Context: an optimization exercise on an open-source flow, tuned for small area. The choices shown serve that exercise and are no tape-out recipe. Only simulation tests tie the RTL to the original design; equivalence was not proved. No activity file was given, so power comes from the tool's default toggle rates.

File: flow/run.sh
#!/bin/bash
# synth_recipe.tcl (not shown) runs the flow's synth.tcl, then flattens the netlist and writes it again
# the make line also repeats each setting of config.mk as NAME=value (left out here)
make -C /OpenROAD-flow-scripts/flow DESIGN_CONFIG=/design/flow/config.mk WORK_HOME=/design/flow/orfs CLKGATE_MAP_FILE= SYNTH_SCRIPT=/design/flow/synth_recipe.tcl finish
File: flow/config.mk
export PLATFORM = sky130hd
export DESIGN_NAME = param_register_file
export DESIGN_NICKNAME = param_register_file
export VERILOG_FILES = /design/flow/design.v
export SDC_FILE = /design/flow/constraint.sdc
export NUM_CORES = 4
export LEC_CHECK = 0
export CAP_MARGIN = 20
export CORE_MARGIN = 2
export CORE_UTILIZATION = 30
export SLEW_MARGIN = 20
File: flow/constraint.sdc
create_clock -name core_clock -period 6.0 [get_ports {Clk}]
set_input_delay 1.2000 -clock core_clock [delete_from_list [all_inputs] [get_ports {Clk}]]
set_output_delay 1.2000 -clock core_clock [all_outputs]
set_load 0.01 [all_outputs]
File: flow/design.v
package regfile_pkg;
  typedef enum logic [1:0] {
    IDLE  = 2'd0,
    SWEEP = 2'd1,
    DONE  = 2'd2
  } clr_state_e;
endpackage
module regfile_clr_seq
#(
  parameter int DEPTH = 32,
  parameter int AW    = $clog2(DEPTH)
) (
  input  logic          clk_i,
  input  logic          r_i,
  input  logic          clr_req_i,
  output logic [AW-1:0] index_o,
  output logic          sweep_we_o,
  output logic          clr_busy_o,
  output logic          clr_done_o
);
  localparam logic [AW-1:0] LAST = AW'(DEPTH - 1);
  regfile_pkg::clr_state_e    state_q, state_d;
  logic [AW-1:0] index_q, index_d;
  always_ff @(posedge clk_i) begin
    if (r_i) begin
      state_q <= regfile_pkg::IDLE;
      index_q <= '0;
    end else begin
      state_q <= state_d;
      index_q <= index_d;
    end
  end
  always_comb begin
    state_d = state_q;
    index_d = index_q;
    case (state_q)
      regfile_pkg::IDLE: begin
        if (clr_req_i) begin
          state_d = regfile_pkg::SWEEP;
          index_d = '0;
        end
      end
      regfile_pkg::SWEEP: begin
        index_d = index_q + AW'(1);
        if (index_q == LAST) begin
          state_d = regfile_pkg::DONE;
          index_d = '0;
        end
      end
      regfile_pkg::DONE:    state_d = regfile_pkg::IDLE;
      default: state_d = regfile_pkg::IDLE;
    endcase
  end
  assign index_o    = index_q;
  assign sweep_we_o = (state_q == regfile_pkg::SWEEP);
  assign clr_busy_o = (state_q != regfile_pkg::IDLE);
  assign clr_done_o = (state_q == regfile_pkg::DONE);
endmodule
module param_register_file
#(
  parameter int N        = 32,
  parameter int DEPTH    = 32,
  parameter int ZERO_REG = 1,
  localparam int AW      = $clog2(DEPTH)
) (
  input  logic          Clk,
  input  logic          R,
  input  logic          En,
  input  logic [AW-1:0] WAddr,
  input  logic [N-1:0]  D,
  input  logic [AW-1:0] RAddrA,
  input  logic [AW-1:0] RAddrB,
  input  logic          ClrReq,
  output logic [N-1:0]  QA,
  output logic [N-1:0]  QB,
  output logic          ClrBusy,
  output logic          ClrDone
);
  localparam logic [AW:0] DEPTH_W = (AW + 1)'(DEPTH);
  logic [N-1:0]  mem_q [DEPTH];
  logic [N-1:0]  qa_q, qb_q;
  logic [N-1:0]  q_d [2];
  logic [AW-1:0] raddr [2];
  logic [AW-1:0] sweep_idx;
  logic          sweep_we;
  logic          user_we;
  regfile_clr_seq #(
    .DEPTH (DEPTH),
    .AW    (AW)
  ) u_clr_seq (
    .clk_i      (Clk),
    .r_i        (R),
    .clr_req_i  (ClrReq),
    .index_o    (sweep_idx),
    .sweep_we_o (sweep_we),
    .clr_busy_o (ClrBusy),
    .clr_done_o (ClrDone)
  );
  assign user_we  = En && !ClrBusy && ({1'b0, WAddr} < DEPTH_W) &&
                    !((ZERO_REG != 0) && (WAddr == '0));
  assign raddr[0] = RAddrA;
  assign raddr[1] = RAddrB;
  always_comb begin
    for (int p = 0; p < 2; p++) begin
      q_d[p] = '0;
      for (int i = 0; i < DEPTH; i++) begin
        if (raddr[p] == AW'(i)) q_d[p] = mem_q[i];
      end
      if (user_we && (WAddr == raddr[p])) q_d[p] = D;
      if (sweep_we && (sweep_idx == raddr[p])) q_d[p] = '0;
      if ((ZERO_REG != 0) && (raddr[p] == '0)) q_d[p] = '0;
    end
  end
  always_ff @(posedge Clk) begin
    if (R) begin
      for (int i = 0; i < DEPTH; i++) mem_q[i] <= '0;
      qa_q <= '0;
      qb_q <= '0;
    end else begin
      for (int i = 0; i < DEPTH; i++) begin
        if (user_we && (WAddr == AW'(i))) mem_q[i] <= D;
        else if (sweep_we && (sweep_idx == AW'(i))) mem_q[i] <= '0;
      end
      qa_q <= q_d[0];
      qb_q <= q_d[1];
    end
  end
  assign QA = qa_q;
  assign QB = qb_q;
endmodule
==> flow_summary_export.csv, run 1 <==
group,metric,value,unit
yosys,post_synth.cell_area_avg,8.07,um^2
global_route,grtUsageTotal,0.489,
worst_setup_path,crit_buf_inv,2,
floorplan,chipHeight,433,um
yosys,synth_top_cell_area_share,0.385,
worst_setup_path,crit_path_max_fanout,25,
global_route,grt_start_max_net_pins,180,
timing,fin_skew,31.0,ps
yosys,synth_edf_count,0,
cts,clk_pin_slew,70,ps
cts,clk_path_buf_depth,3,
yosys,synth-seq-area-share,0.385,
placed_design,io_buffers,116,
timing,period_share,0.841,
run_status,status,"no timing/DRC/antenna violations",
yosys,ys_types,105,
yosys,synth_top_cell_by_area,"dfxtp_1",
detailed_routing,dr.pass1.iters,9,
global_route,grt_pass1_wl,616000,um
yosys,ys_top_cells_by_area,"dfxtp_1, a22oi_1, nor2_1",
detailed_routing,final_antenna_net_count,0,
yosys,syn-num-nets,6904,
detailed_routing,drt-total-wl,474000,um
cts,post-cts-setup-buffers,0,
global_route,grt_overflow,0,
detailed_routing,vias,66822,
cts,cts_root_buf,"clkbuf_16",
floorplan,core-area,0.183,mm^2
yosys,yosys_warnings,5,
timing,finalHoldViolations,0,
yosys,ys_ff_latch,1063,
yosys,syn_area,0.0553,mm^2
cts,cts_resized,0,
floorplan,rows,157,
yosys,synth-main-ff-cell,"dfxtp_1",
timing,post-route-min-period,5040,ps
cts,h-tree-depth,4,
cts,cts_tree,"done",
timing,clock.fmax,0.198,GHz
detailed_routing,viasPerCell,7.03,
worst_setup_path,cp.required,6670,ps
floorplan,io_pins,117,
timing,hold_ws,504,ps
worst_setup_path,cp_common_cell,"o21bai_1",
worst_hold_path,hold_class,"reg -> reg",
yosys,async_reset_ff_frac,0,
power_and_ir_drop,power_density,280,mW/mm^2
power_and_ir_drop,irDropWorstVdd,317,uV
worst_setup_path,cp.arrival,5720,ps
yosys,syn_inst,6847,
timing,rsz0062_at_grt,"false",
worst_setup_path,crit_chain,"buf_2 > buf_12 > nor2b_1 > nand2_1 > a21oi_1 > o21bai_1 > o2111ai_1 > o21bai_1 > a2111oi_1",
layout,nNetsFinal,6961,
layout,drive_gt1_frac,0.159,
placed_design,placed_area,0.0613,mm^2
timing,tightest_slew,1400,ps
layout,synthToLayoutAreaGrowth,18.9,%
detailed_routing,drc_errors,0,
worst_setup_path,start_kind,"primary input",
global_route,grt_pass1_vias,60679,
detailed_routing,drt_iter0_markers,11900,
detailed_routing,wl_per_cell,49.8,um
cts,hold_buffers,0,
cts,clk-insertion-delay-late,830,ps
floorplan,die_x,433,um
floorplan,initial_utilization,0.302,
timing,drv_slew,0,
placed_design,place_congestion,1.13,
job,drv_cap,0,
timing,tns,0,ps
layout,final_area,0.0657,mm^2
placed_design,dp_hpwl,336000,um
cts,cts-buffers-inserted,132,
worst_setup_path,crit_path_max_incr_delay,1070,ps
timing,slew_headroom,0.0592,
worst_setup_path,critical_path_class,"in -> reg",
floorplan,dieArea,0.188,mm^2
global_route,antenna_found_initial,61,
worst_setup_path,path_delay_family,"simple AND/OR/NAND/NOR gates",
cts,cts_num_sinks,1063,
timing,setup_viol,0,
worst_setup_path,crit_slowest_cell,"nor2b_1",
power_and_ir_drop,leakagePower,23.1,nW
worst_setup_path,end_kind,"register",
-- cells by family after synthesis --
| family | synth area share |
|---|---|
| xor gates and xnor gates | 0.00317 |
| muxes | 0.0520 |
| DFF | 0.385 |
| and+or+nand+nor | 0.158 |
| AOI/OAI and AO/OA | 0.334 |
| buffers and inverters | 0.0663 |
| adders and majority gates | 0.00136 |
-- final timing paths --
path	slack, ps	startpoint	depth (start not counted)	to
min reg2reg	500	mem_q[17][2]	2	mem_q[17][2]
max	960	RAddrB[4]	9	qb_q[13]
max reg2reg	2410	mem_q[4][25]	7	qa_q[25]
min	500	mem_q[17][2]	2	mem_q[17][2]
-- cells in the final DEF (no fill, tap or decap), types with 25 or more instances in the layout --
cell | synthesis | layout
nor2_2 | 12 | 25
dfxtp_1 | 1063 | 1063
diode_2 | 0 | 38
nor3_1 | 73 | 73
buf_4 | 70 | 562
clkbuf_8 | 0 | 27
clkdlybuf4s50_1 | 0 | 73
buf_2 | 162 | 30
a22o_1 | 28 | 28
o211ai_1 | 49 | 49
mux2_2 | 75 | 75
nor2_1 | 1309 | 1272
mux2i_1 | 149 | 148
nand2_1 | 285 | 284
a31oi_1 | 63 | 59
a21oi_1 | 393 | 364
a221oi_1 | 69 | 67
nor2_4 | 5 | 29
a22oi_1 | 1125 | 1125
a211oi_1 | 56 | 55
nand2b_1 | 37 | 30
buf_12 | 0 | 28
o22ai_1 | 174 | 173
nand3_1 | 90 | 89
o21ai_0 | 390 | 381
o21a_1 | 26 | 26
clkbuf_16 | 0 | 136
nor2b_1 | 37 | 30
o221ai_1 | 60 | 60
and3_1 | 30 | 30
-- worst min-delay path: cells and delay by family (launching register included) --
kind | cells | cell delay (ps)
DFF | 1 | 330
AOI/OAI and AO/OA | 1 | 70
and+or+nand+nor | 1 | 70
-- cell usage after synthesis, drive strengths merged, types with 20 or more instances --
master,count
nor2,1326
a22oi,1125
dfxtp,1063
clkbuf,504
o21ai,400
a21oi,393
nand2,285
buf,275
o22ai,174
mux2i,149
nand3,90
nor3,78
mux2,75
a221oi,71
a31oi,63
o221ai,60
a211oi,58
o211ai,49
nand2b,37
nor2b,37
and3,30
a22o,28
o21a,26
mux4,24
inv,23
o22a,20
-- final cells by class --
cell class / count / area, um^2
diodes: 38 / 95.1
clock buffers: 183 / 3850
clock inverters: 48 / 463
fillers: 19268 / 117000
inverters: 24 / 91.3
multi-input cells: 4981 / 31100
flip-flops and latches: 1063 / 21300
well taps: 2464 / 3080
repair buffers: 702 / 5790
-- per-layer routing --
metal | vias up | GRT usage | wire length [um]
li1 | 25689 | - | -
met1 | 33304 | 0.574 | 172000
met2 | 5935 | 0.692 | 191000
met3 | 1862 | 0.170 | 55700
met4 | 32 | 0.459 | 54800
met5 | - | 0 | 211
-- registers in the layout, summed over array words and instances (netlist names) --
signal	flops
mem_q	992
qa_q	32
qb_q	32
u_clr_seq.index_q	5
u_clr_seq.state_q	2
-- power breakdown --
part | total (mW) | switching (mW) | internal, mW
combinational | 2.80 | 2.13 | 0.664
sequential | 7.26 | 0.122 | 7.13
clock | 8.35 | 3.64 | 4.71
-- stage by stage --
| step | utilization | instances | power, mW | setup slack [ps] |
|---|---|---|---|---|
| 2_1_floorplan | - | 6847 | 8.39 | 3010 |
| 3_3_place_gp | 0.334 | 9226 | 9.99 | 137 |
| 3_5_place_dp | 0.335 | 9232 | 9.98 | 648 |
| 4_1_cts | 0.358 | 9463 | 18.2 | 1480 |
| 5_1_grt | 0.359 | 9467 | 18.5 | 1470 |
| 6_report | 0.359 | 9503 | 18.4 | 956 |
==> run 2: changes to the inputs <==
--- a/flow/design.v
+++ b/flow/design.v
@@ -77,12 +77,10 @@
   output logic          ClrDone
 );
-  localparam logic [AW:0] DEPTH_W = (AW + 1)'(DEPTH);
+  localparam int LO = (ZERO_REG != 0) ? 1 : 0;
   logic [N-1:0]  mem_q [DEPTH];
-  logic [N-1:0]  qa_q, qb_q;
-  logic [N-1:0]  q_d [2];
-  logic [AW-1:0] raddr [2];
+  logic [DEPTH-1:0] valid_q;
+  logic [AW-1:0] ra_q, rb_q;
   logic [AW-1:0] sweep_idx;
   logic          sweep_we;
-  logic          user_we;
   regfile_clr_seq #(
     .DEPTH (DEPTH),
@@ -97,34 +95,32 @@
     .clr_done_o (ClrDone)
   );
-  assign user_we  = En && !ClrBusy && ({1'b0, WAddr} < DEPTH_W) &&
-                    !((ZERO_REG != 0) && (WAddr == '0));
-  assign raddr[0] = RAddrA;
-  assign raddr[1] = RAddrB;
-  always_comb begin
-    for (int p = 0; p < 2; p++) begin
-      q_d[p] = '0;
-      for (int i = 0; i < DEPTH; i++) begin
-        if (raddr[p] == AW'(i)) q_d[p] = mem_q[i];
+  always_ff @(posedge Clk) begin
+    ra_q <= RAddrA;
+    rb_q <= RAddrB;
+  end
+  for (genvar i = 0; i < DEPTH; i++) begin : g_ent
+    if (i < LO) begin : g_zero
+      assign mem_q[i]   = '0;
+      assign valid_q[i] = 1'b0;
+    end else begin : g_reg
+      logic we;
+      assign we = En && !ClrBusy && (WAddr == AW'(i));
+      always_ff @(posedge Clk) begin
+        if (we) mem_q[i] <= D;
       end
-      if (user_we && (WAddr == raddr[p])) q_d[p] = D;
-      if (sweep_we && (sweep_idx == raddr[p])) q_d[p] = '0;
-      if ((ZERO_REG != 0) && (raddr[p] == '0)) q_d[p] = '0;
+      always_ff @(posedge Clk) begin
+        if (R) valid_q[i] <= 1'b0;
+        else if (we) valid_q[i] <= 1'b1;
+        else if (sweep_we && (sweep_idx == AW'(i))) valid_q[i] <= 1'b0;
+      end
     end
   end
-  always_ff @(posedge Clk) begin
-    if (R) begin
-      for (int i = 0; i < DEPTH; i++) mem_q[i] <= '0;
-      qa_q <= '0;
-      qb_q <= '0;
-    end else begin
-      for (int i = 0; i < DEPTH; i++) begin
-        if (user_we && (WAddr == AW'(i))) mem_q[i] <= D;
-        else if (sweep_we && (sweep_idx == AW'(i))) mem_q[i] <= '0;
-      end
-      qa_q <= q_d[0];
-      qb_q <= q_d[1];
+  always_comb begin
+    QA = '0;
+    QB = '0;
+    for (int i = 0; i < DEPTH; i++) begin
+      QA = QA | (mem_q[i] & {N{valid_q[i] && (ra_q == AW'(i))}});
+      QB = QB | (mem_q[i] & {N{valid_q[i] && (rb_q == AW'(i))}});
     end
   end
-  assign QA = qa_q;
-  assign QB = qb_q;
 endmodule
==> run 2 against run 1 <==
Now fails the layout checks on negative setup slack. Highest routed layer unchanged. Critical path type is now reg -> out. Critical endpoint is now QB[14]. Clock-buffer cell count fell by 49. Sequential power increased by 11%. Worst hold slack improved by 50 ps.
==> flow_summary_export.csv, run 2 <==
group,metric,value,unit
yosys,synthTopCellsByCount,"edfxtp_1, nand2_1, nor3_1",
power_and_ir_drop,seq_power_share,0.493,
detailed_routing,dr.pass1.iters,7,
detailed_routing,final_antenna_net_count,0,
global_route,antenna_found_initial,24,
job,drv_cap,0,
global_route,grt_start_max_net_pins,83,
yosys,ys_ff_latch,1040,
global_route,grt_pass1_vias,45594,
worst_setup_path,crit_path_max_fanout,20,
placed_design,io_buffers,116,
timing,layout_setup_ws,-34.2,ps
cts,clk_pin_slew,60,ps
timing,hold_ws,554,ps
global_route,grt_pass1_wl,424000,um
timing,slew_headroom,0.0992,
cts,cts_tree,"done",
layout,final_cell_mix,"edfxtp_1, nand2_1, nor3_1",
power_and_ir_drop,swShare,0.250,
worst_hold_path,worstHoldPathCells,2,
worst_setup_path,critical_path_class,"reg -> out",
yosys,synth-compound-area-share,0.0932,
global_route,grtUsageTotal,0.371,
cts,post-cts-setup-buffers,0,
worst_setup_path,end_kind,"output pin",
floorplan,die_x,412,um
power_and_ir_drop,leakagePower,16.5,nW
yosys,syn-num-nets,4859,
placed_design,dp_cells,6935,
yosys,synth-seq-area-share,0.616,
power_and_ir_drop,power_density,280,mW/mm^2
yosys,ys_top_cells_by_area,"edfxtp_1, nand2_1, nor3_1",
layout,seq_area,0.0308,mm^2
layout,nFillCells,16585,
power_and_ir_drop,power_switching,4.08,mW
yosys,async_reset_ff_frac,0,
cts,h-tree-depth,3,
placed_design,dp_hpwl,200000,um
worst_setup_path,startpoint,"rb_q[2]",
yosys,yosysMostFrequentCell,"edfxtp_1",
timing,post-route-min-period,6030,ps
cts,cts_num_sinks,1040,
layout,multi_input_area,0.0173,mm^2
layout,stdcell_count,7172,
detailed_routing,wl_per_cell,45.1,um
timing,fin_skew,42.9,ps
layout,top_regs,"mem_q x992, valid_q x31",
timing,setup_viol,1,
cts,clk_path_buf_depth,3,
power_and_ir_drop,clkPwrFrac,0.453,
cts,cts-buffers-inserted,114,
run_status,violations,"negative setup slack",
power_and_ir_drop,power_frac_comb,0.054,
cts,hold_buffers,0,
timing,tightest_slew,1350,ps
worst_setup_path,rr_worst_depth,6,
yosys,ys_types,64,
floorplan,rows,149,
yosys,synth_top_cell_by_area,"edfxtp_1",
yosys,synth_top_cell_area_share,0.597,
layout,final_common_cell,"edfxtp_1",
yosys,synth_edf_count,992,
floorplan,chipHeight,412,um
cts,cts_root_buf,"clkbuf_16",
yosys,muxShareOfSynthArea,0.00135,
worst_hold_path,hold_class,"reg -> reg",
yosys,syn_inst,4802,
detailed_routing,viasPerCell,6.99,
layout,synthToLayoutAreaGrowth,17.1,%
placed_design,place_congestion,1.03,
worst_setup_path,start_kind,"register",
worst_setup_path,cp.required,4800,ps
detailed_routing,vias,50120,
layout,nNetsFinal,4923,
floorplan,io_pins,117,
yosys,yosys_warnings,3,
worst_setup_path,cp.arrival,4830,ps
yosys,synth_fa_ha_area_frac,0.00150,
yosys,post_synth.cell_area_avg,10.4,um^2
yosys,synth_top_family_by_area,"simple AND/OR/NAND/NOR gates",
detailed_routing,drt-total-wl,324000,um
detailed_routing,drt_iter0_markers,10292,
floorplan,core-area,0.165,mm^2
timing,drv_slew,0,
cts,clk-insertion-delay-late,770,ps
worst_setup_path,r2r_setup_slack,2840,ps
layout,drive_gt1_frac,0.124,
timing,clock.fmax,0.166,GHz
floorplan,initial_utilization,0.302,
layout,largest_register,"mem_q",
yosys,yosys.area_share.simple,0.244,
power_and_ir_drop,irDropWorstVdd,247,uV
timing,rsz0062_at_grt,"false",
cts,cts_resized,0,
worst_hold_path,min-delay-start,"u_clr_seq.index_q[4]",
power_and_ir_drop,intPower,12.3,mW
run_status,status,"finished with violations",
yosys,synth-main-ff-cell,"edfxtp_1",
layout,post-route-util,0.354,
timing,period_share,1.01,
worst_setup_path,r2r-start,"u_clr_seq.state_q[1]",
yosys,syn_area,0.0499,mm^2
yosys,synth-xor-area-share,0.000351,
global_route,grt_overflow,0,
layout,largest_reg_flops,992,
timing,finalHoldViolations,0,
floorplan,dieArea,0.170,mm^2
detailed_routing,drc_errors,0,
## run 2: changes by cell type after synthesis, moves of 173 or more
cell and delta:
nor3_1 +505, nand3_1 +273, a22oi_1 -1125, nor2_1 -1226, dfxtp_1 -1015, a21oi_1 -321, nand2_1 +661, edfxtp_1 +992
o21ai_0 -300, clkbuf_1 -250, nand4_1 +173
## run 2: per-layer routing
metal  GRT usage  up-vias  wire [um]
li1            -    18572          -
met1       0.468    24380     113000
met4       0.271       22      30100
met2       0.508     5588     127000
met5           0        -        144
met3       0.150     1558      53100
## run 2: cell families after synthesis
logic type	after synthesis
AND/OR/NAND/NOR	2519
flip-flops	1040
XOR/XNOR	2
multiplexers	6
AO/OA/AOI/OAI	743
adder cells (fa/ha/maj)	6
buffers and inverters	486
## run 2: critical path, cell delays in order, from the launching register on
cell             delay (ps)
dfxtp_1                 830
and3b_1                 510
nand2_2                 640
buf_4                   360
o22ai_1                 120
nor4_1                  570
nand4_1                 400
clkdlybuf4s50_1         590
## run 2: path summary, 6_finish.rpt
check,endpoint
worst min register to register,u_clr_seq.index_q[4]
worst max-delay path,QB[14]
worst max register to register,mem_q[30][17]
worst min-delay path,u_clr_seq.index_q[4]
## run 2: layout make-up
class                           count  area share
Clock inverter                     83      0.0145
Inverter                           35     0.00238
Clock buffer                      134      0.0504
Sequential cell                  1040       0.527
Timing Repair Buffer              399      0.0621
Antenna cell                       16    0.000685
Multi-Input combinational cell   3276       0.296
Tap cell                         2189      0.0469
## run 2: power by group through the flow
stage	Sequential (mW)	Combinational, mW	Clock [mW]
2_1_floorplan	8.16	0.297	0
3_3_place_gp	8.21	0.809	0
3_5_place_dp	8.21	0.808	0
4_1_cts	8.06	0.808	7.38
5_1_grt	8.06	0.845	7.63
6_report	8.06	0.880	7.40
## run 2: stage by stage
stage	setup TNS, ps	total power [mW]	setup slack, ps	cell area (um^2)
2_1_floorplan	0	8.46	2620	49900
3_3_place_gp	0	9.02	1150	54600
3_5_place_dp	0	9.02	1060	54600
4_1_cts	0	16.2	202	58400
5_1_grt	0	16.5	162	58400
6_report	-34.2	16.3	-34.2	58400
==> run 3: changes to the inputs <==
--- a/flow/design.v
+++ b/flow/design.v
@@ -116,11 +116,48 @@
     end
   end
+  logic [DEPTH-1:0] sel_a, sel_b;
+  logic [N-1:0]     mem_t [DEPTH];   
   always_comb begin
-    QA = '0;
-    QB = '0;
     for (int i = 0; i < DEPTH; i++) begin
-      QA = QA | (mem_q[i] & {N{valid_q[i] && (ra_q == AW'(i))}});
-      QB = QB | (mem_q[i] & {N{valid_q[i] && (rb_q == AW'(i))}});
+      sel_a[i] = valid_q[i] && (ra_q == AW'(i));
+      sel_b[i] = valid_q[i] && (rb_q == AW'(i));
     end
   end
+  for (genvar b = 0; b < N; b++) begin : g_bit
+    logic [DEPTH-LO-1:0] col;
+    for (genvar i = LO; i < DEPTH; i++) begin : g_col
+      assign col[i-LO] = mem_q[i][b];
+    end
+    regfile_rd_or #(.NE(DEPTH-LO)) u_rd_a (.d_i(col), .sel_i(sel_a[DEPTH-1:LO]), .q_o(QA[b]));
+    regfile_rd_or #(.NE(DEPTH-LO)) u_rd_b (.d_i(col), .sel_i(sel_b[DEPTH-1:LO]), .q_o(QB[b]));
+  end
 endmodule
+module regfile_rd_or
+#(
+  parameter int NE = 31
+) (
+  input  logic [NE-1:0] d_i,
+  input  logic [NE-1:0] sel_i,
+  output logic          q_o
+);
+  localparam int NG = NE / 3;
+  localparam int NR = NE - 3 * NG;
+  logic [NG-1:0] grp_n;
+  logic          rest;
+  for (genvar g = 0; g < NG; g++) begin : g_grp
+    regfile_aoi222 u_aoi (.d_i(d_i[3*g +: 3]), .s_i(sel_i[3*g +: 3]), .y_no(grp_n[g]));
+  end
+  if (NR > 0) begin : g_rest
+    assign rest = |(d_i[NE-1 -: NR] & sel_i[NE-1 -: NR]);
+  end else begin : g_norest
+    assign rest = 1'b0;
+  end
+  assign q_o = ~&grp_n | rest;
+endmodule
+module regfile_aoi222 (
+  input  logic [2:0] d_i,
+  input  logic [2:0] s_i,
+  output logic       y_no
+);
+  assign y_no = ~|(d_i & s_i);
+endmodule
--- a/flow/config.mk
+++ b/flow/config.mk
@@ -8,4 +8,9 @@
 export CAP_MARGIN = 20
 export CORE_MARGIN = 2
-export CORE_UTILIZATION = 30
+export CORE_UTILIZATION = 60
+export CTS_CLUSTER_DIAMETER = 80
+export CTS_CLUSTER_SIZE = 25
+export PLACE_DENSITY = 0.7
 export SLEW_MARGIN = 20
+export SYNTH_HIERARCHICAL = 1
+export SYNTH_MINIMUM_KEEP_SIZE = 0
==> run 3 against run 2 <==
Now clean on timing, DRC and antenna. Cell area shrank 23%. Critical path depth grew 1. Flip-flop and latch count is the same. Critical path type unchanged. Largest cell class unchanged.
==> flow_summary_export.csv, run 3 <==
group,metric,value,unit
run_status,status,"no timing/DRC/antenna violations",
power_and_ir_drop,power_density,268,mW/mm^2
yosys,synth_fa_ha_area_frac,0.000617,
yosys,ys_top_cells_by_area,"edfxtp_1, a222oi_1, dfxtp_1",
layout,synthToLayoutAreaGrowth,10.8,%
yosys,yosysMostFrequentCell,"edfxtp_1",
detailed_routing,dr.pass1.iters,15,
detailed_routing,vias,30782,
worst_setup_path,r2r-start,"u_clr_seq.state_q[1]",
worst_setup_path,crit_path_max_incr_delay,1010,ps
floorplan,chipHeight,264,um
yosys,synthTopCellsByCount,"edfxtp_1, a222oi_1, nand4_1",
detailed_routing,final_antenna_net_count,0,
layout,largest_reg_flops,992,
job,drv_cap,0,
yosys,synth_top_cell_area_share,0.734,
worst_setup_path,cp.arrival,4130,ps
layout,seq_area,0.0307,mm^2
yosys,ys_ff_latch,1040,
yosys,syn_area,0.0406,mm^2
timing,slew_headroom,0.0957,
floorplan,rows,95,
timing,rsz0062_at_grt,"false",
layout,drive_gt1_frac,0.0970,
timing,post-route-min-period,5330,ps
detailed_routing,wl_per_cell,47.3,um
worst_setup_path,crit_chain,"nor2b_1 > nor2b_1 > and3_2 > buf_4 > a222oi_1 > nand2_1 > a2111o_1 > clkdlybuf4s50_1",
detailed_routing,drt-total-wl,159000,um
timing,hold_ws,530,ps
floorplan,io_pins,117,
yosys,yosys.area_share.simple,0.0518,
worst_setup_path,critical_path_class,"reg -> out",
placed_design,place_ws,1570,ps
worst_setup_path,crit_path_max_fanout,22,
cts,post-cts-setup-buffers,0,
global_route,grt_overflow,0,
layout,final_common_cell,"edfxtp_1",
worst_hold_path,min-delay-start,"valid_q[31]",
timing,period_share,0.889,
worst_setup_path,end_kind,"output pin",
floorplan,initial_utilization,0.605,
timing,finalHoldViolations,0,
worst_setup_path,r2r_setup_slack,2990,ps
worst_hold_path,whs_endpoint,"valid_q[31]",
power_and_ir_drop,irDropWorstVdd,257,uV
timing,tns,0,ps
cts,cts-buffers-inserted,48,
worst_setup_path,crit_slowest_cell,"and3_2",
floorplan,core-area,0.0670,mm^2
worst_hold_path,hold_class,"reg -> reg",
floorplan,die_x,264,um
global_route,grt_pass1_vias,29918,
yosys,synth_edf_count,992,
placed_design,io_buffers,116,
layout,multi_input_area,0.00981,mm^2
cts,cts_resized,0,
global_route,antenna_found_initial,4,
timing,drv_slew,0,
layout,top_regs,"mem_q x992, valid_q x31",
yosys,yosys_warnings,9,
cts,h-tree-depth,2,
cts,cts_tree,"done",
detailed_routing,drt_iter0_markers,9361,
yosys,synth_top_cell_by_area,"edfxtp_1",
layout,final_area,0.0450,mm^2
global_route,grt_pass1_wl,219000,um
power_and_ir_drop,total_power,12.1,mW
worst_setup_path,rr_endpoint,"mem_q[3][14]",
cts,cts_root_buf,"clkbuf_16",
worst_setup_path,cp_common_cell,"nor2b_1",
layout,nFillCells,4457,
detailed_routing,viasPerCell,9.16,
detailed_routing,drc_errors,0,
layout,final_cell_mix,"edfxtp_1, a222oi_1, nand4_1",
timing,fin_skew,14.3,ps
yosys,synth-xor-area-share,0,
timing,layout_setup_ws,666,ps
cts,clk-insertion-delay-late,650,ps
placed_design,dp_hpwl,89900,um
worst_setup_path,start_kind,"register",
yosys,syn-num-nets,2274,
layout,nNetsFinal,2521,
timing,setup_viol,0,
worst_setup_path,cp.required,4800,ps
worst_setup_path,rr_worst_depth,7,
placed_design,place_congestion,0.938,
yosys,async_reset_ff_frac,0,
layout,largest_register,"mem_q",
timing,tightest_slew,1360,ps
placed_design,placed_area,0.0436,mm^2
layout,stdcell_count,3362,
cts,clk_path_buf_depth,3,
timing,clock.fmax,0.187,GHz
cts,cts_num_sinks,1040,
floorplan,dieArea,0.0697,mm^2
global_route,grt_start_max_net_pins,33,
cts,clk_pin_slew,100,ps
yosys,synth_top_family_by_area,"compound AO/OA/AOI/OAI gates",
worst_hold_path,worstHoldPathCells,2,
placed_design,dp_cells,3289,
yosys,post_synth.cell_area_avg,18.3,um^2
yosys,synth-compound-area-share,0.186,
yosys,synth-seq-area-share,0.758,
global_route,grtUsageTotal,0.449,
cts,hold_buffers,0,
yosys,synth-main-ff-cell,"edfxtp_1",
yosys,ys_types,44,
power_and_ir_drop,leakagePower,14.6,nW
yosys,syn_inst,2221,
yosys,muxShareOfSynthArea,0,
layout,post-route-util,0.671,
[run 3: cell types whose count changed in the layout (fill, tap and decap cells not counted), moves of 71 or more]
cell and change:
a222oi_1 +640, nor4_1 -177, a31oi_1 -156, o21ai_0 -71, buf_4 -159, nand3_1 -352
nand2_1 -847, o22ai_1 -341, nor3_1 -575
[run 3: cells by family after synthesis]
group	after synthesis
AO/OA/AOI/OAI	775
adder cells (fa/ha/maj)	2
buffers and inverters	37
flip-flops	1040
AND/OR/NAND/NOR	367
[run 3: area by class of cell]
cell class                 instances  area share
sequential                      1040       0.684
multi-input combinational       1144       0.218
timing repair buffer             210      0.0416
clock buffer                      57      0.0279
tap                              873      0.0243
clock inverter                     9     0.00206
inverter                          24     0.00203
antenna                            5    0.000278
[run 3: per-module statistics from Yosys (local to each module, per instance), a selection]
module	copies in the design	flip-flops and latches
regfile_aoi222	640	0
param_register_file	1	1033
[run 3: critical path: cells and delay by family, from the launching register on]
kind                   cells  cell delay [ps]
flip-flops                 1              400
AND/OR/NAND/NOR            4             1850
buffers and inverters      2              930
AO/OA/AOI/OAI              2              270
[run 3: worst max path at each step]
stage	to	startpoint	slack [ps]	cells past startpoint
finish	QA[26]	ra_q[0]	670	8
global route	QA[26]	ra_q[0]	590	8
CTS	QA[13]	ra_q[0]	860	7
detailed placement	QA[13]	ra_q[0]	1570	7
global placement	QA[26]	ra_q[0]	1540	8
floorplan	mem_q[6][0]	WAddr[0]	2440	4
[run 3: where the power goes]
part	total (mW)	internal (mW)	leakage [nW]	switching [mW]
registers	8.02	7.99	9.32	0.0304
clock network	3.77	1.55	0.655	2.23
logic	0.258	0.0578	4.64	0.200
total	12.1	9.59	14.6	2.46
[run 3: routing by layer]
layer / GRT usage / vias up / part of all wire
li1: - / 11415 / -
met1: 0.591 / 14984 / 0.32
met2: 0.635 / 3672 / 0.42
met3: 0.187 / 707 / 0.20
met4: 0.246 / 4 / 0.068
met5: 0 / - / 0.00013
==> run 4: changes to the inputs <==
==> flow/flow/run.sh (new file) <==
#!/bin/bash
# The standard layout, except that the port buffers are buf_2 cells instead of
# the slow clkdlybuf4s50_1 cells buffer_ports picks by default. Every input and
# output port still gets its own buffer.
set -euo pipefail
bash standard.sh "BUFFER_PORTS_ARGS=-buffer_cell sky130_fd_sc_hd__buf_2" finish > standard_flow.log 2>&1
==> flow/standard.sh (new file) <==
#!/bin/bash
# synth_recipe.tcl (not shown) runs the flow's synth.tcl, then flattens the netlist and writes it again
# the make line also repeats each setting of config.mk as NAME=value (left out here)
make -C /OpenROAD-flow-scripts/flow DESIGN_CONFIG=/design/flow/config.mk WORK_HOME=/design/flow/orfs CLKGATE_MAP_FILE= SYNTH_SCRIPT=/design/flow/synth_recipe.tcl "${@:-finish}"
--- a/flow/config.mk
+++ b/flow/config.mk
@@ -8,8 +8,8 @@
 export CAP_MARGIN = 20
 export CORE_MARGIN = 2
-export CORE_UTILIZATION = 60
+export CORE_UTILIZATION = 70
 export CTS_CLUSTER_DIAMETER = 80
 export CTS_CLUSTER_SIZE = 25
-export PLACE_DENSITY = 0.7
+export PLACE_DENSITY = 0.8
 export SLEW_MARGIN = 20
 export SYNTH_HIERARCHICAL = 1
removed: flow/run.sh
==> run 4 against run 3 <==
Still clean. Non-clock buffer count decreased by 45. Critical path depth unchanged. Area after synthesis unchanged. Total power decreased by 1.7%. Final cell count decreased by 4.6%. Fmax increased by 5.9%. Flip-flop and latch count unchanged. Die area decreased by 14%. Clock power decreased by 5%. First-iteration DRC count decreased by 5.9%. Cell area decreased by 2.4%. Utilization increased by 9.3 points. Critical path type unchanged. Critical endpoint is now QB[17]. Largest power group unchanged.
==> flow_summary_export.csv, run 4 <==
group,metric,value,unit
run_status,status,"no timing/DRC/antenna violations",
layout,nFillCells,3258,
floorplan,initial_utilization,0.706,
timing,setup_viol,0,
power_and_ir_drop,clkPwrFrac,0.303,
yosys,yosys_warnings,9,
yosys,ys_types,44,
cts,cts_tree,"done",
worst_setup_path,crit_chain,"nor2b_1 > and2_1 > and3_1 > buf_4 > a222oi_1 > nand4_1 > a2111o_1 > buf_2",
detailed_routing,final_antenna_net_count,0,
yosys,ys_top_cells_by_area,"edfxtp_1, a222oi_1, dfxtp_1",
placed_design,dp_hpwl,76800,um
worst_setup_path,critical_path_class,"reg -> out",
floorplan,io_pins,117,
placed_design,place_congestion,0.924,
placed_design,dp_cells,3135,
placed_design,io_buffers,116,
layout,final_cell_mix,"edfxtp_1, a222oi_1, nand4_1",
yosys,ys_ff_latch,1040,
cts,cts_num_sinks,1040,
power_and_ir_drop,power_density,270,mW/mm^2
cts,clk-insertion-delay-late,640,ps
global_route,grt_pass1_vias,29269,
layout,multi_input_area,0.00978,mm^2
worst_hold_path,hold_class,"reg -> reg",
worst_setup_path,crit_path_max_fanout,22,
layout,drive_gt1_frac,0.116,
cts,clk_pin_slew,100,ps
worst_setup_path,crit_slowest_cell,"a2111o_1",
layout,post-route-util,0.764,
global_route,grtUsageTotal,0.468,
timing,drv_slew,0,
yosys,syn-num-nets,2274,
timing,period_share,0.840,
worst_setup_path,crit_buf_inv,2,
timing,clock.fmax,0.199,GHz
floorplan,rows,88,
timing,hold_ws,506,ps
floorplan,die_x,245,um
yosys,synth_top_cell_by_area,"edfxtp_1",
power_and_ir_drop,swShare,0.200,
worst_setup_path,rr_worst_depth,6,
yosys,async_reset_ff_frac,0,
yosys,syn_area,0.0406,mm^2
power_and_ir_drop,seq_power_share,0.676,
worst_setup_path,start_kind,"register",
timing,slew_headroom,0.124,
global_route,grt_start_max_net_pins,33,
cts,h-tree-depth,2,
worst_setup_path,r2r_setup_slack,2630,ps
cts,cts_resized,0,
floorplan,dieArea,0.0599,mm^2
detailed_routing,drt-total-wl,141000,um
timing,finalHoldViolations,0,
yosys,synthTopCellsByCount,"edfxtp_1, a222oi_1, nand4_1",
floorplan,chipHeight,245,um
layout,largest_register,"mem_q",
timing,tightest_slew,1310,ps
cts,cts_root_buf,"clkbuf_16",
worst_setup_path,cp.required,4800,ps
detailed_routing,viasPerCell,9.37,
yosys,synth-seq-area-share,0.758,
yosys,syn_inst,2221,
layout,nNetsFinal,2475,
detailed_routing,dr.pass1.iters,15,
cts,cts-buffers-inserted,47,
power_and_ir_drop,irDropWorstVdd,347,uV
worst_setup_path,cp.depth,8,
global_route,antenna_found_initial,9,
timing,post-route-min-period,5040,ps
layout,final_common_cell,"edfxtp_1",
detailed_routing,drc_errors,0,
worst_setup_path,path_delay_family,"simple AND/OR/NAND/NOR gates",
layout,largest_reg_flops,992,
timing,rsz0062_at_grt,"false",
yosys,synth_top_cell_area_share,0.734,
timing,tns,0,ps
worst_setup_path,crit_path_max_incr_delay,520,ps
yosys,post_synth.cell_area_avg,18.3,um^2
worst_hold_path,worstHoldPathCells,2,
yosys,synth_edf_count,992,
placed_design,place_ws,1780,ps
placed_design,placed_area,0.0425,mm^2
layout,stdcell_count,3206,
job,drv_cap,0,
worst_setup_path,end_kind,"output pin",
power_and_ir_drop,power_switching,2.37,mW
cts,hold_buffers,0,
layout,seq_area,0.0307,mm^2
detailed_routing,wl_per_cell,44.1,um
cts,clk_path_buf_depth,3,
floorplan,core-area,0.0575,mm^2
worst_setup_path,cp.arrival,3840,ps
layout,synthToLayoutAreaGrowth,8.18,%
detailed_routing,drt_iter0_markers,8809,
timing,fin_skew,19.8,ps
power_and_ir_drop,power_frac_comb,0.020,
detailed_routing,vias,30039,
timing,layout_setup_ws,962,ps
layout,top_regs,"mem_q x992, valid_q x31",
power_and_ir_drop,leakagePower,14.5,nW
power_and_ir_drop,total_power,11.8,mW
power_and_ir_drop,intPower,9.48,mW
yosys,synth-main-ff-cell,"edfxtp_1",
global_route,grt_overflow,0,
global_route,grt_pass1_wl,198000,um
yosys,yosysMostFrequentCell,"edfxtp_1",
layout,final_area,0.0439,mm^2
cts,post-cts-setup-buffers,0,
## run 4: cell counts after synthesis
No cell type changed its count.
## run 4: power groups by stage
stage               Combinational (mW)  Clock, mW  Sequential [mW]
floorplan                       0.0661          0             8.17
global placement                 0.215          0             8.17
detailed placement               0.227          0             8.18
CTS                              0.227       3.54             8.01
global route                     0.251       3.79             8.02
finish                           0.242       3.59             8.01
## run 4: tightest hold or removal path: stages (launching register included)
cell	delay, ps
dfxtp_1	330
o21ai_0	70
a21oi_1	60
## run 4: kinds of logic after synthesis
logic type / synth area share
AOI/OAI and AO/OA: 0.186
adders and majority gates: 0.000617
buffers and inverters: 0.00385
DFF: 0.758
and+or+nand+nor: 0.0518
## run 4: layout make-up
type                       instances  area share
antenna                            2    0.000114
clock buffer                      63      0.0282
clock inverter                     3    0.000513
inverter                          24     0.00217
multi-input combinational       1144       0.223
sequential                      1040       0.701
tap                              765      0.0218
timing repair buffer             165      0.0237
## run 4: worst paths after layout
check	startpoint	to
setup / recovery	rb_q[3]	QB[17]
hold / removal	valid_q[22]	valid_q[22]
setup reg to reg	u_clr_seq.state_q[1]	mem_q[7][9]
hold reg to reg	valid_q[22]	valid_q[22]
## run 4: per-module statistics from Yosys, one instance, submodules excluded, excerpt
module               flip-flops and latches  cell area (um^2)  times used
param_register_file                    1033             32100           1
regfile_aoi222                            0              10.0         640
## run 4: routing by layer
layer	track usage	share of wire
met2	0.680	0.43
met4	0.284	0.077
met3	0.189	0.19
met5	0.00245	0.00034
met1	0.598	0.30
==> run 5: changes to the inputs <==
==> flow/flow/run.sh (replaced) <==
#!/bin/bash
# The standard layout, except that the port buffers are buf_1 cells instead of
# the slow clkdlybuf4s50_1 cells buffer_ports picks by default. Every input and
# output port still gets its own buffer.
set -euo pipefail
bash standard.sh "BUFFER_PORTS_ARGS=-buffer_cell sky130_fd_sc_hd__buf_1" finish > standard_flow.log 2>&1
==> run 5 against run 4 <==
Flip-flop and latch count unchanged. Non-clock buffer count up 6. Register-to-register slack got worse by 80 ps. Highest routed layer unchanged. Sequential share of layout area up 0.17 points. Utilization fell by 0.19 points. Cell area fell by 0.25%. Critical endpoint is now QB[9]. Synthesized cell count stayed put. Largest cell class unchanged. Clock-buffer cell count shrank 7. Still clean. Via count grew 1.2%. Routed wire length is 1.7% higher.
==> flow_summary_export.csv, run 5 <==
group,metric,value,unit
global_route,grt_pass1_vias,29964,
run_status,status,"no timing/DRC/antenna violations",
worst_setup_path,crit_buf_inv,2,
layout,multi_input_area,0.00981,mm^2
power_and_ir_drop,power_density,270,mW/mm^2
detailed_routing,wl_per_cell,44.8,um
timing,finalHoldViolations,0,
yosys,yosysMostFrequentCell,"edfxtp_1",
placed_design,dp_hpwl,76500,um
global_route,grt_pass1_wl,201000,um
layout,seq_area,0.0307,mm^2
worst_setup_path,rr_endpoint,"mem_q[11][7]",
yosys,synthTopCellsByCount,"edfxtp_1, a222oi_1, nand4_1",
timing,hold_ws,505,ps
worst_setup_path,crit_path_max_fanout,17,
cts,cts_num_sinks,1040,
yosys,synth_top_cell_area_share,0.734,
timing,rsz0062_at_grt,"false",
cts,cts-buffers-inserted,47,
worst_setup_path,start_kind,"register",
timing,setup_viol,0,
worst_setup_path,r2r_setup_slack,2550,ps
detailed_routing,viasPerCell,9.48,
yosys,post_synth.cell_area_avg,18.3,um^2
cts,clk_path_buf_depth,3,
layout,final_cell_mix,"edfxtp_1, a222oi_1, nand4_1",
power_and_ir_drop,irDropWorstVdd,326,uV
floorplan,core-area,0.0575,mm^2
timing,fin_skew,14.3,ps
timing,post-route-min-period,5220,ps
cts,clk-insertion-delay-late,650,ps
yosys,syn_inst,2221,
timing,period_share,0.870,
layout,largest_reg_flops,992,
worst_setup_path,crit_slowest_cell,"and3_1",
worst_setup_path,crit_chain,"nor2b_1 > nor2b_1 > and3_1 > buf_4 > a222oi_1 > nand2_1 > a2111o_1 > buf_1",
worst_hold_path,worstHoldPathCells,2,
layout,drive_gt1_frac,0.0836,
yosys,synth_top_cell_by_area,"edfxtp_1",
yosys,syn_area,0.0406,mm^2
placed_design,io_buffers,116,
worst_setup_path,cp.arrival,4020,ps
layout,final_common_cell,"edfxtp_1",
yosys,synth-seq-area-share,0.758,
detailed_routing,drt-total-wl,144000,um
timing,tightest_slew,1360,ps
placed_design,place_congestion,0.928,
yosys,synth_edf_count,992,
floorplan,initial_utilization,0.706,
cts,post-cts-setup-buffers,0,
global_route,grt_overflow,0,
detailed_routing,final_antenna_net_count,0,
timing,tns,0,ps
detailed_routing,dr.pass1.iters,15,
cts,cts_resized,0,
job,drv_cap,0,
yosys,syn-num-nets,2274,
power_and_ir_drop,total_power,11.8,mW
floorplan,rows,88,
worst_hold_path,hold_class,"reg -> reg",
worst_setup_path,cp.required,4800,ps
timing,drv_slew,0,
detailed_routing,vias,30405,
timing,clock.fmax,0.192,GHz
global_route,grt_start_max_net_pins,33,
yosys,ys_ff_latch,1040,
layout,nNetsFinal,2481,
layout,top_regs,"mem_q x992, valid_q x31",
worst_setup_path,r2r-start,"u_clr_seq.state_q[1]",
detailed_routing,drc_errors,0,
timing,slew_headroom,0.0939,
power_and_ir_drop,leakagePower,14.1,nW
cts,clk_pin_slew,100,ps
yosys,ys_top_cells_by_area,"edfxtp_1, a222oi_1, dfxtp_1",
worst_setup_path,rr_worst_depth,6,
worst_hold_path,whs_endpoint,"valid_q[26]",
global_route,grtUsageTotal,0.476,
floorplan,die_x,245,um
worst_setup_path,critical_path_class,"reg -> out",
yosys,synth-main-ff-cell,"edfxtp_1",
worst_setup_path,startpoint,"rb_q[2]",
yosys,yosys_warnings,9,
yosys,ys_types,44,
layout,nFillCells,3248,
placed_design,dp_cells,3143,
detailed_routing,drt_iter0_markers,9672,
cts,cts_root_buf,"clkbuf_16",
layout,largest_register,"mem_q",
floorplan,chipHeight,245,um
cts,hold_buffers,0,
worst_setup_path,path_delay_family,"simple AND/OR/NAND/NOR gates",
worst_setup_path,end_kind,"output pin",
global_route,antenna_found_initial,9,
worst_hold_path,min-delay-start,"valid_q[26]",
floorplan,io_pins,117,
yosys,async_reset_ff_frac,0,
layout,stdcell_count,3208,
worst_setup_path,cp_common_cell,"nor2b_1",
worst_setup_path,crit_path_max_incr_delay,1050,ps
cts,h-tree-depth,2,
layout,synthToLayoutAreaGrowth,7.91,%
cts,cts_tree,"done",
floorplan,dieArea,0.0599,mm^2
run 5: changes by cell type in the layout (fill, tap and decap cells not counted), sizes merged:
cell    change
bufinv      +1
clkinv      +1
diode       +2
inv         -1
clkbuf     +21
buf        -22
run 5: through the flow:
step	setup WS [ps]	utilization	cell area, um^2
floorplan	2440	-	40600
global placement	1860	0.738	42400
CTS	1160	0.760	43700
global route	822	0.762	43800
finish	783	0.762	43800
detailed placement	1830	0.738	42400
run 5: per-module statistics from Yosys (local to each module, per instance), excerpt:
module / cells / area, um^2
param_register_file: 1291 / 32100
regfile_aoi222: 1 / 10.0
run 5: kinds of logic after synthesis:
| logic type | Yosys count | synth area share |
|---|---|---|
| AO/OA/AOI/OAI | 775 | 0.186 |
| adder cells (fa/ha/maj) | 2 | 0.000617 |
| buffers and inverters | 37 | 0.00385 |
| flip-flops | 1040 | 0.758 |
| AND/OR/NAND/NOR | 367 | 0.0518 |
run 5: routing by layer:
layer	part of all wire	vias to the layer above	wire (um)	GRT usage
li1	-	11336	-	-
met1	0.29	14285	42400	0.605
met2	0.42	3893	60600	0.684
met3	0.20	881	29500	0.213
met4	0.079	10	11400	0.277
met5	0.00044	-	64	0.00327
run 5: power breakdown:
group | internal [mW] | switching (mW)
combinational | 0.0363 | 0.195
clock | 1.46 | 2.11
sequential | 7.99 | 0.0299
run 5: layout make-up:
| class | instances | share of cell area |
|---|---|---|
| multi-input combinational | 1144 | 0.224 |
| clock inverter | 4 | 0.000829 |
| tap | 765 | 0.0219 |
| timing repair buffer | 171 | 0.0208 |
| inverter | 24 | 0.00231 |
| antenna | 4 | 0.000229 |
| clock buffer | 56 | 0.0276 |
| sequential | 1040 | 0.702 |
run 5: worst max-delay path by stage:
stage | cells after the start | to | slack, ps
2_1_floorplan | 4 | mem_q[6][0] | 2440
3_3_place_gp | 8 | QB[9] | 1860
3_5_place_dp | 8 | QB[9] | 1830
4_1_cts | 8 | QB[9] | 1160
5_1_grt | 8 | QB[9] | 820
6_report | 8 | QB[9] | 780
run 5: worst min-delay path, cell delays in order, from the launching register on:
cell and delay, ps:
dfxtp_1 330, o21ai_0 70, a21oi_1 60
==> run 6: changes to the inputs <==
--- a/flow/config.mk
+++ b/flow/config.mk
@@ -6,11 +6,11 @@
 export NUM_CORES = 4
 export LEC_CHECK = 0
-export CAP_MARGIN = 20
+export CAP_MARGIN = 10
 export CORE_MARGIN = 2
 export CORE_UTILIZATION = 70
-export CTS_CLUSTER_DIAMETER = 80
-export CTS_CLUSTER_SIZE = 25
+export CTS_CLUSTER_DIAMETER = 100
+export CTS_CLUSTER_SIZE = 30
 export PLACE_DENSITY = 0.8
-export SLEW_MARGIN = 20
+export SLEW_MARGIN = 10
 export SYNTH_HIERARCHICAL = 1
 export SYNTH_MINIMUM_KEEP_SIZE = 0
==> run 6 against run 5 <==
Setup slack gained 26 ps. Still clean on timing, DRC and antenna. Largest power group unchanged. Clock power is 7.0% lower. Flip-flop and latch count unchanged.
==> flow_summary_export.csv, run 6 <==
group,metric,value,unit
global_route,grt_pass1_vias,29819,
power_and_ir_drop,total_power,11.6,mW
global_route,grt_overflow,0,
power_and_ir_drop,swShare,0.197,
detailed_routing,viasPerCell,9.53,
timing,fin_skew,19.0,ps
yosys,yosysMostFrequentCell,"edfxtp_1",
worst_setup_path,critical_path_class,"reg -> out",
cts,cts_root_buf,"clkbuf_16",
power_and_ir_drop,seq_power_share,0.693,
floorplan,core-area,0.0575,mm^2
yosys,synth_top_cell_by_area,"edfxtp_1",
global_route,grt_pass1_wl,200000,um
detailed_routing,wl_per_cell,44.8,um
layout,stdcell_count,3204,
detailed_routing,dr.pass1.iters,17,
timing,tightest_slew,1430,ps
detailed_routing,wl_met2,60500,um
timing,setup_viol,0,
yosys,ys_ff_latch,1040,
layout,nFillCells,3280,
job,drv_cap,0,
yosys,synth-seq-area-share,0.758,
yosys,synthTopCellsByCount,"edfxtp_1, a222oi_1, nand4_1",
timing,hold_ws,516,ps
yosys,synth_top_cell_area_share,0.734,
worst_setup_path,crit_chain,"nor2b_1 > nor2b_1 > and3_1 > buf_4 > a222oi_1 > nand2_1 > a2111o_1 > buf_1",
floorplan,initial_utilization,0.706,
worst_setup_path,crit_path_max_fanout,17,
yosys,ys_top_cells_by_area,"edfxtp_1, a222oi_1, dfxtp_1",
placed_design,io_buffers,116,
cts,post-cts-setup-buffers,0,
detailed_routing,drt-total-wl,143000,um
yosys,syn_area,0.0406,mm^2
layout,final_area,0.0436,mm^2
layout,seq_area,0.0307,mm^2
cts,cts-buffers-inserted,40,
worst_setup_path,rr_worst_depth,6,
yosys,post_synth.cell_area_avg,18.3,um^2
worst_setup_path,end_kind,"output pin",
power_and_ir_drop,clkPwrFrac,0.287,
layout,largest_register,"mem_q",
worst_setup_path,r2r_setup_slack,2620,ps
power_and_ir_drop,power_frac_comb,0.020,
yosys,ys_types,44,
worst_hold_path,worstHoldPathCells,2,
timing,tns,0,ps
layout,synthToLayoutAreaGrowth,7.45,%
placed_design,placed_area,0.0424,mm^2
cts,clk-insertion-delay-late,640,ps
worst_setup_path,rr_endpoint,"mem_q[7][12]",
layout,multi_input_area,0.00978,mm^2
placed_design,place_congestion,0.928,
cts,clk_path_buf_depth,3,
detailed_routing,met1_length,42800,um
timing,clock.fmax,0.193,GHz
timing,drv_slew,0,
global_route,grt_start_max_net_pins,33,
yosys,async_reset_ff_frac,0,
timing,layout_setup_ws,809,ps
worst_setup_path,startpoint,"rb_q[2]",
detailed_routing,drt_iter0_markers,9215,
worst_setup_path,start_kind,"register",
worst_setup_path,crit_path_max_incr_delay,1050,ps
worst_setup_path,cp_common_cell,"nor2b_1",
layout,nNetsFinal,2478,
yosys,yosys_warnings,9,
power_and_ir_drop,power_density,265,mW/mm^2
placed_design,dp_cells,3142,
power_and_ir_drop,intPower,9.28,mW
timing,rsz0062_at_grt,"false",
timing,finalHoldViolations,0,
cts,cts_resized,0,
cts,h-tree-depth,2,
worst_setup_path,cp.arrival,3990,ps
power_and_ir_drop,power_switching,2.28,mW
run_status,status,"no timing/DRC/antenna violations",
floorplan,dieArea,0.0599,mm^2
worst_setup_path,cp.required,4800,ps
placed_design,place_ws,1820,ps
detailed_routing,drc_errors,0,
yosys,synth-main-ff-cell,"edfxtp_1",
cts,cts_tree,"done",
global_route,grtUsageTotal,0.473,
floorplan,chipHeight,245,um
layout,top_regs,"mem_q x992, valid_q x31",
power_and_ir_drop,leakagePower,14.0,nW
timing,post-route-min-period,5190,ps
layout,drive_gt1_frac,0.0736,
detailed_routing,vias,30533,
cts,cts_num_sinks,1040,
floorplan,io_pins,117,
worst_hold_path,hold_class,"reg -> reg",
floorplan,rows,88,
yosys,syn_inst,2221,
detailed_routing,dr.max_layer_used,"met5",
worst_setup_path,crit_slowest_cell,"and3_1",
layout,largest_reg_flops,992,
power_and_ir_drop,irDropWorstVdd,300,uV
layout,final_common_cell,"edfxtp_1",
cts,clk_pin_slew,110,ps
layout,final_cell_mix,"edfxtp_1, a222oi_1, nand4_1",
floorplan,die_x,245,um
yosys,syn-num-nets,2274,
detailed_routing,wl_met3,29200,um
worst_hold_path,whs_endpoint,"valid_q[31]",
yosys,synth_edf_count,992,
timing,slew_headroom,0.0490,
timing,period_share,0.865,
worst_hold_path,min-delay-start,"valid_q[31]",
cts,hold_buffers,0,
global_route,antenna_found_initial,11,
worst_setup_path,r2r-start,"u_clr_seq.state_q[1]",
layout,post-route-util,0.759,
detailed_routing,final_antenna_net_count,0,
placed_design,dp_hpwl,76300,um
## run 6: changes by cell type in the layout (fill, tap and decap cells not counted), moves of 4 or more
cell and change:
and3_2 +4, and3_4 -7, buf_1 +17, clkbuf_16 -6
clkbuf_2 -17, clkinv_2 -7, diode_2 +4, inv_2 +7
## run 6: kinds of logic (layout without fill, tap and decap cells)
family / Yosys count / in the layout / share of synthesized area
buf+inv: 37 / 247 / 0.00385
fa+ha+maj: 2 / 2 / 0.000617
other cells: 0 / 8 / 0
flops: 1040 / 1040 / 0.758
simple gates: 367 / 367 / 0.0518
compound gates: 775 / 775 / 0.186
## run 6: Yosys stat by module, one instance, submodules excluded, a selection
module,flip-flops and latches,copies in the design,cell area (um^2)
param_register_file,1033,1,32100
regfile_aoi222,0,640,10.0
## run 6: per-layer routing
layer | vias up | track usage
met2 | 3902 | 0.677
met5 | - | 0
met4 | 14 | 0.287
met1 | 14423 | 0.599
li1 | 11315 | -
met3 | 879 | 0.210
## run 6: area by class of cell
cell class | instances | share of cell area
flip-flops and latches | 1040 | 0.705
multi-input cells | 1144 | 0.224
clock buffers | 47 | 0.0241
well taps | 765 | 0.0220
repair buffers | 175 | 0.0216
inverters | 24 | 0.00207
diodes | 8 | 0.000459
clock inverters | 1 | 0.000258
## run 6: power by group through the flow
| stage | Clock [mW] | Combinational, mW | Sequential, mW |
|---|---|---|---|
| after floorplan | 0 | 0.0661 | 8.17 |
| after global placement | 0 | 0.204 | 8.18 |
| after detailed placement | 0 | 0.215 | 8.18 |
| after CTS | 3.26 | 0.215 | 8.02 |
| after global routing | 3.51 | 0.243 | 8.02 |
| final | 3.32 | 0.233 | 8.02 |
## run 6: critical path: cells and delay by family (launching register included)
family          cells  cell delay (ps)
simple gates        4             1770
buf+inv             2              700
compound gates      2              450
flops               1              400
## run 6: worst max path at each step
stage                     cells after the start  slack [ps]     endpoint
after floorplan                               4        2440  mem_q[6][0]
after global placement                        8        1860        QB[9]
after detailed placement                      8        1820        QB[9]
after CTS                                     8        1120        QB[9]
after global routing                          8         860        QB[9]
final                                         8         810        QB[9]
==> run 7: changes to the inputs <==
--- a/flow/design.v
+++ b/flow/design.v
@@ -79,5 +79,4 @@
   localparam int LO = (ZERO_REG != 0) ? 1 : 0;
   logic [N-1:0]  mem_q [DEPTH];
-  logic [DEPTH-1:0] valid_q;
   logic [AW-1:0] ra_q, rb_q;
   logic [AW-1:0] sweep_idx;
@@ -99,27 +98,28 @@
     rb_q <= RAddrB;
   end
+  logic          user_we;
+  logic          upd_act;
+  logic [AW-1:0] upd_addr;
+  logic [N-1:0]  wdata;
+  assign user_we  = En && !ClrBusy;
+  assign upd_act  = user_we || sweep_we;
+  assign upd_addr = ClrBusy ? sweep_idx : WAddr;
+  assign wdata    = (R || ClrBusy) ? '0 : D;
   for (genvar i = 0; i < DEPTH; i++) begin : g_ent
     if (i < LO) begin : g_zero
-      assign mem_q[i]   = '0;
-      assign valid_q[i] = 1'b0;
+      assign mem_q[i] = '0;
     end else begin : g_reg
       logic we;
-      assign we = En && !ClrBusy && (WAddr == AW'(i));
+      assign we = R || (upd_act && (upd_addr == AW'(i)));
       always_ff @(posedge Clk) begin
-        if (we) mem_q[i] <= D;
-      end
-      always_ff @(posedge Clk) begin
-        if (R) valid_q[i] <= 1'b0;
-        else if (we) valid_q[i] <= 1'b1;
-        else if (sweep_we && (sweep_idx == AW'(i))) valid_q[i] <= 1'b0;
+        if (we) mem_q[i] <= wdata;
       end
     end
   end
   logic [DEPTH-1:0] sel_a, sel_b;
-  logic [N-1:0]     mem_t [DEPTH];   
   always_comb begin
     for (int i = 0; i < DEPTH; i++) begin
-      sel_a[i] = valid_q[i] && (ra_q == AW'(i));
-      sel_b[i] = valid_q[i] && (rb_q == AW'(i));
+      sel_a[i] = (ra_q == AW'(i));
+      sel_b[i] = (rb_q == AW'(i));
     end
   end
==> flow/flow/run.sh (replaced) <==
#!/bin/bash
# The standard layout, except that the port buffers are buf_2 cells instead of
# the slow clkdlybuf4s50_1 cells buffer_ports picks by default. Every input and
# output port still gets its own buffer.
set -euo pipefail
bash standard.sh "BUFFER_PORTS_ARGS=-buffer_cell sky130_fd_sc_hd__buf_2" finish > standard_flow.log 2>&1
--- a/flow/config.mk
+++ b/flow/config.mk
@@ -6,11 +6,11 @@
 export NUM_CORES = 4
 export LEC_CHECK = 0
-export CAP_MARGIN = 10
+export CAP_MARGIN = 20
 export CORE_MARGIN = 2
 export CORE_UTILIZATION = 70
-export CTS_CLUSTER_DIAMETER = 100
-export CTS_CLUSTER_SIZE = 30
+export CTS_CLUSTER_DIAMETER = 80
+export CTS_CLUSTER_SIZE = 25
 export PLACE_DENSITY = 0.8
-export SLEW_MARGIN = 10
+export SLEW_MARGIN = 20
 export SYNTH_HIERARCHICAL = 1
 export SYNTH_MINIMUM_KEEP_SIZE = 0
==> run 7 against run 6 <==
Sequential power is 7.0% higher. Area after synthesis decreased by 2.3%. Non-clock buffer count grew 50. Still clean on timing, DRC and antenna. Worst hold slack gained 120 ps. Setup slack worse by 14 ps. Total power is 15% higher. Sequential share of layout area fell by 2.3 points. Routed wire length up 0.91%. Flip-flop and latch count down 31.
==> flow_summary_export.csv, run 7 <==
group,metric,value,unit
timing,fin_skew,29.2,ps
worst_setup_path,critical_path_class,"reg -> out",
floorplan,rows,87,
placed_design,dp_cells,3094,
timing,rsz0062_at_grt,"false",
yosys,synth_top_cell_area_share,0.751,
cts,clk-insertion-delay-late,650,ps
global_route,antenna_found_initial,7,
worst_setup_path,r2r-start,"u_clr_seq.state_q[1]",
timing,layout_setup_ws,795,ps
placed_design,dp_hpwl,83400,um
yosys,yosys_warnings,9,
layout,synthToLayoutAreaGrowth,11.4,%
worst_setup_path,crit_path_max_incr_delay,1100,ps
cts,clk_path_buf_depth,3,
power_and_ir_drop,intPower,10.1,mW
worst_setup_path,rr_worst_depth,5,
detailed_routing,final_antenna_net_count,0,
power_and_ir_drop,power_frac_comb,0.086,
worst_setup_path,path_delay_family,"simple AND/OR/NAND/NOR gates",
yosys,syn_area,0.0396,mm^2
detailed_routing,wl_per_cell,45.8,um
cts,cts_tree,"done",
cts,cts_root_buf,"clkbuf_16",
floorplan,dieArea,0.0586,mm^2
timing,clock.fmax,0.192,GHz
yosys,synth-main-ff-cell,"edfxtp_1",
detailed_routing,vias,30109,
timing,post-route-min-period,5210,ps
floorplan,die_x,242,um
detailed_routing,dr.pass1.iters,22,
worst_setup_path,crit_slowest_cell,"nor2_4",
worst_setup_path,cp.arrival,4010,ps
power_and_ir_drop,total_power,13.4,mW
cts,cts-buffers-inserted,46,
worst_hold_path,min-delay-start,"u_clr_seq.index_q[0]",
worst_hold_path,worstHoldPathCells,2,
worst_setup_path,cp.required,4800,ps
layout,drive_gt1_frac,0.161,
worst_setup_path,cp.depth,6,
timing,finalHoldViolations,0,
yosys,synthTopCellsByCount,"edfxtp_1, a222oi_1, nand4_1",
power_and_ir_drop,leakagePower,15.0,nW
global_route,grt_pass1_vias,29490,
worst_hold_path,hold_class,"reg -> reg",
global_route,grt_pass1_wl,202000,um
timing,drv_slew,0,
power_and_ir_drop,irDropWorstVdd,263,uV
floorplan,io_pins,117,
worst_setup_path,end_kind,"output pin",
run_status,status,"no timing/DRC/antenna violations",
global_route,grt_start_max_net_pins,33,
worst_setup_path,start_kind,"register",
timing,tightest_slew,1380,ps
yosys,async_reset_ff_frac,0,
detailed_routing,drt-total-wl,145000,um
timing,tns,0,ps
power_and_ir_drop,power_switching,3.24,mW
cts,cts_resized,0,
layout,largest_reg_flops,992,
cts,post-cts-setup-buffers,0,
floorplan,core-area,0.0562,mm^2
detailed_routing,drc_errors,0,
global_route,grtUsageTotal,0.487,
power_and_ir_drop,swShare,0.243,
layout,largest_register,"mem_q",
yosys,syn_inst,2138,
detailed_routing,viasPerCell,9.52,
worst_setup_path,crit_buf_inv,1,
yosys,synth_edf_count,992,
layout,multi_input_area,0.0102,mm^2
yosys,synth_top_cell_by_area,"edfxtp_1",
layout,final_common_cell,"edfxtp_1",
layout,nNetsFinal,2443,
yosys,ys_top_cells_by_area,"edfxtp_1, a222oi_1, nand4_1",
placed_design,place_congestion,0.973,
cts,cts_num_sinks,1009,
yosys,ys_ff_latch,1009,
timing,period_share,0.868,
yosys,synth-seq-area-share,0.760,
cts,clk_pin_slew,100,ps
yosys,ys_types,40,
layout,nFillCells,3044,
power_and_ir_drop,power_density,302,mW/mm^2
global_route,grt_overflow,0,
placed_design,io_buffers,116,
floorplan,initial_utilization,0.706,
job,drv_cap,0,
cts,h-tree-depth,2,
power_and_ir_drop,clkPwrFrac,0.271,
layout,stdcell_count,3163,
cts,hold_buffers,0,
timing,slew_headroom,0.0754,
yosys,syn-num-nets,2191,
detailed_routing,drt_iter0_markers,10458,
layout,seq_area,0.0301,mm^2
floorplan,chipHeight,242,um
yosys,post_synth.cell_area_avg,18.5,um^2
yosys,yosysMostFrequentCell,"edfxtp_1",
layout,post-route-util,0.786,
worst_setup_path,startpoint,"ra_q[0]",
layout,final_cell_mix,"edfxtp_1, a222oi_1, nand4_1",
worst_setup_path,crit_path_max_fanout,32,
placed_design,place_ws,1700,ps
timing,setup_viol,0,
worst_setup_path,crit_chain,"nand2_1 > nor2_4 > a222oi_1 > nand4_1 > a2111o_1 > buf_2",
power_and_ir_drop,seq_power_share,0.643,
-- run 7: final timing paths --
check	end	slack (ps)
hold reg to reg	u_clr_seq.index_q[0]	630
setup / recovery	QA[6]	790
hold / removal	u_clr_seq.index_q[0]	630
setup reg to reg	mem_q[27][15]	2300
-- run 7: layer usage --
layer / GRT usage / share of wire / vias up
met4: 0.312 / 0.085 / 8
met3: 0.210 / 0.21 / 870
met5: 0.0131 / 0.00077 / -
met1: 0.631 / 0.29 / 14215
met2: 0.678 / 0.41 / 3913
li1: - / - / 11103
-- run 7: layout make-up --
cell class	instances	area share
Clock buffer	58	0.0285
Timing Repair Buffer	225	0.0340
Tap cell	756	0.0214
Sequential cell	1009	0.682
Clock inverter	3	0.000992
Multi-Input combinational cell	1102	0.232
Antenna cell	4	0.000227
Inverter	6	0.000510
-- run 7: cells by family after synthesis --
| logic type | after synthesis | synth area share |
|---|---|---|
| AOI/OAI and AO/OA | 755 | 0.190 |
| adders and majority gates | 2 | 0.000631 |
| buffers and inverters | 27 | 0.00334 |
| DFF | 1009 | 0.760 |
| and+or+nand+nor | 345 | 0.0459 |
-- run 7: power groups by stage --
stage	Sequential, mW	Clock [mW]	Combinational [mW]
after floorplan	8.65	0	0.504
after global placement	8.67	0	1.05
after detailed placement	8.72	0	1.08
after CTS	8.57	3.57	1.08
after global routing	8.62	3.81	1.15
final	8.58	3.62	1.15
-- run 7: worst register-to-register path: stages (launching register included) --
cell and delay (ps):
dfxtp_1 390, nor2_1 170, inv_1 320, nor2_2 1000
buf_4 450, and2_1 990
-- run 7: stage by stage --
step	area, um^2	hold slack (ps)
floorplan	39600	515
global placement	42700	612
detailed placement	42700	630
CTS	44000	641
global route	44100	658
finish	44100	632
-- run 7: modules after synthesis, one instance, submodules excluded, excerpt --
module | flops+latches | area [um^2]
param_register_file | 1002 | 31100
regfile_aoi222 | 0 | 10.0

==> re-timing with driven ports <==
In the flow no input, the clock included, has a driving cell. The finished layouts below were timed again as built, in two steps. Step 1, drivers: a clkbuf_16 drives Clk and a buf_2 each remaining input, both assumed. Step 2 also shifts input and output timing later by t, the mid clock arrival at the registers, as if the neighbouring blocks saw the same clock. Slacks: no drivers / after step 1 / after step 2; pairs: no drivers / after step 1.
run | t (ns) | slack for setup (ns) | worst setup path at the end | latest minus earliest clock arrival (ns)
run 1 | 0.917 | 0.956 / 1.022 / 0.106 | input to register | 0.040 / 0.041
run 2 | 0.848 | -0.034 / -0.114 / 0.734 | register to output | 0.077 / 0.077
run 3 | 0.709 | 0.666 / 0.600 / 1.309 | register to output | 0.024 / 0.024
run 4 | 0.699 | 0.962 / 0.898 / 1.597 | register to output | 0.020 / 0.020
run 5 | 0.698 | 0.783 / 0.719 / 1.417 | register to output | 0.029 / 0.028
run 6 | 0.692 | 0.809 / 0.744 / 1.436 | register to output | 0.023 / 0.023
run 7 | 0.698 | 0.795 / 0.731 / 1.429 | register to output | 0.030 / 0.030
For run 1, which loses most, drivers alone change the setup slack by +0.066 ns; drivers and shift together by -0.850 ns.
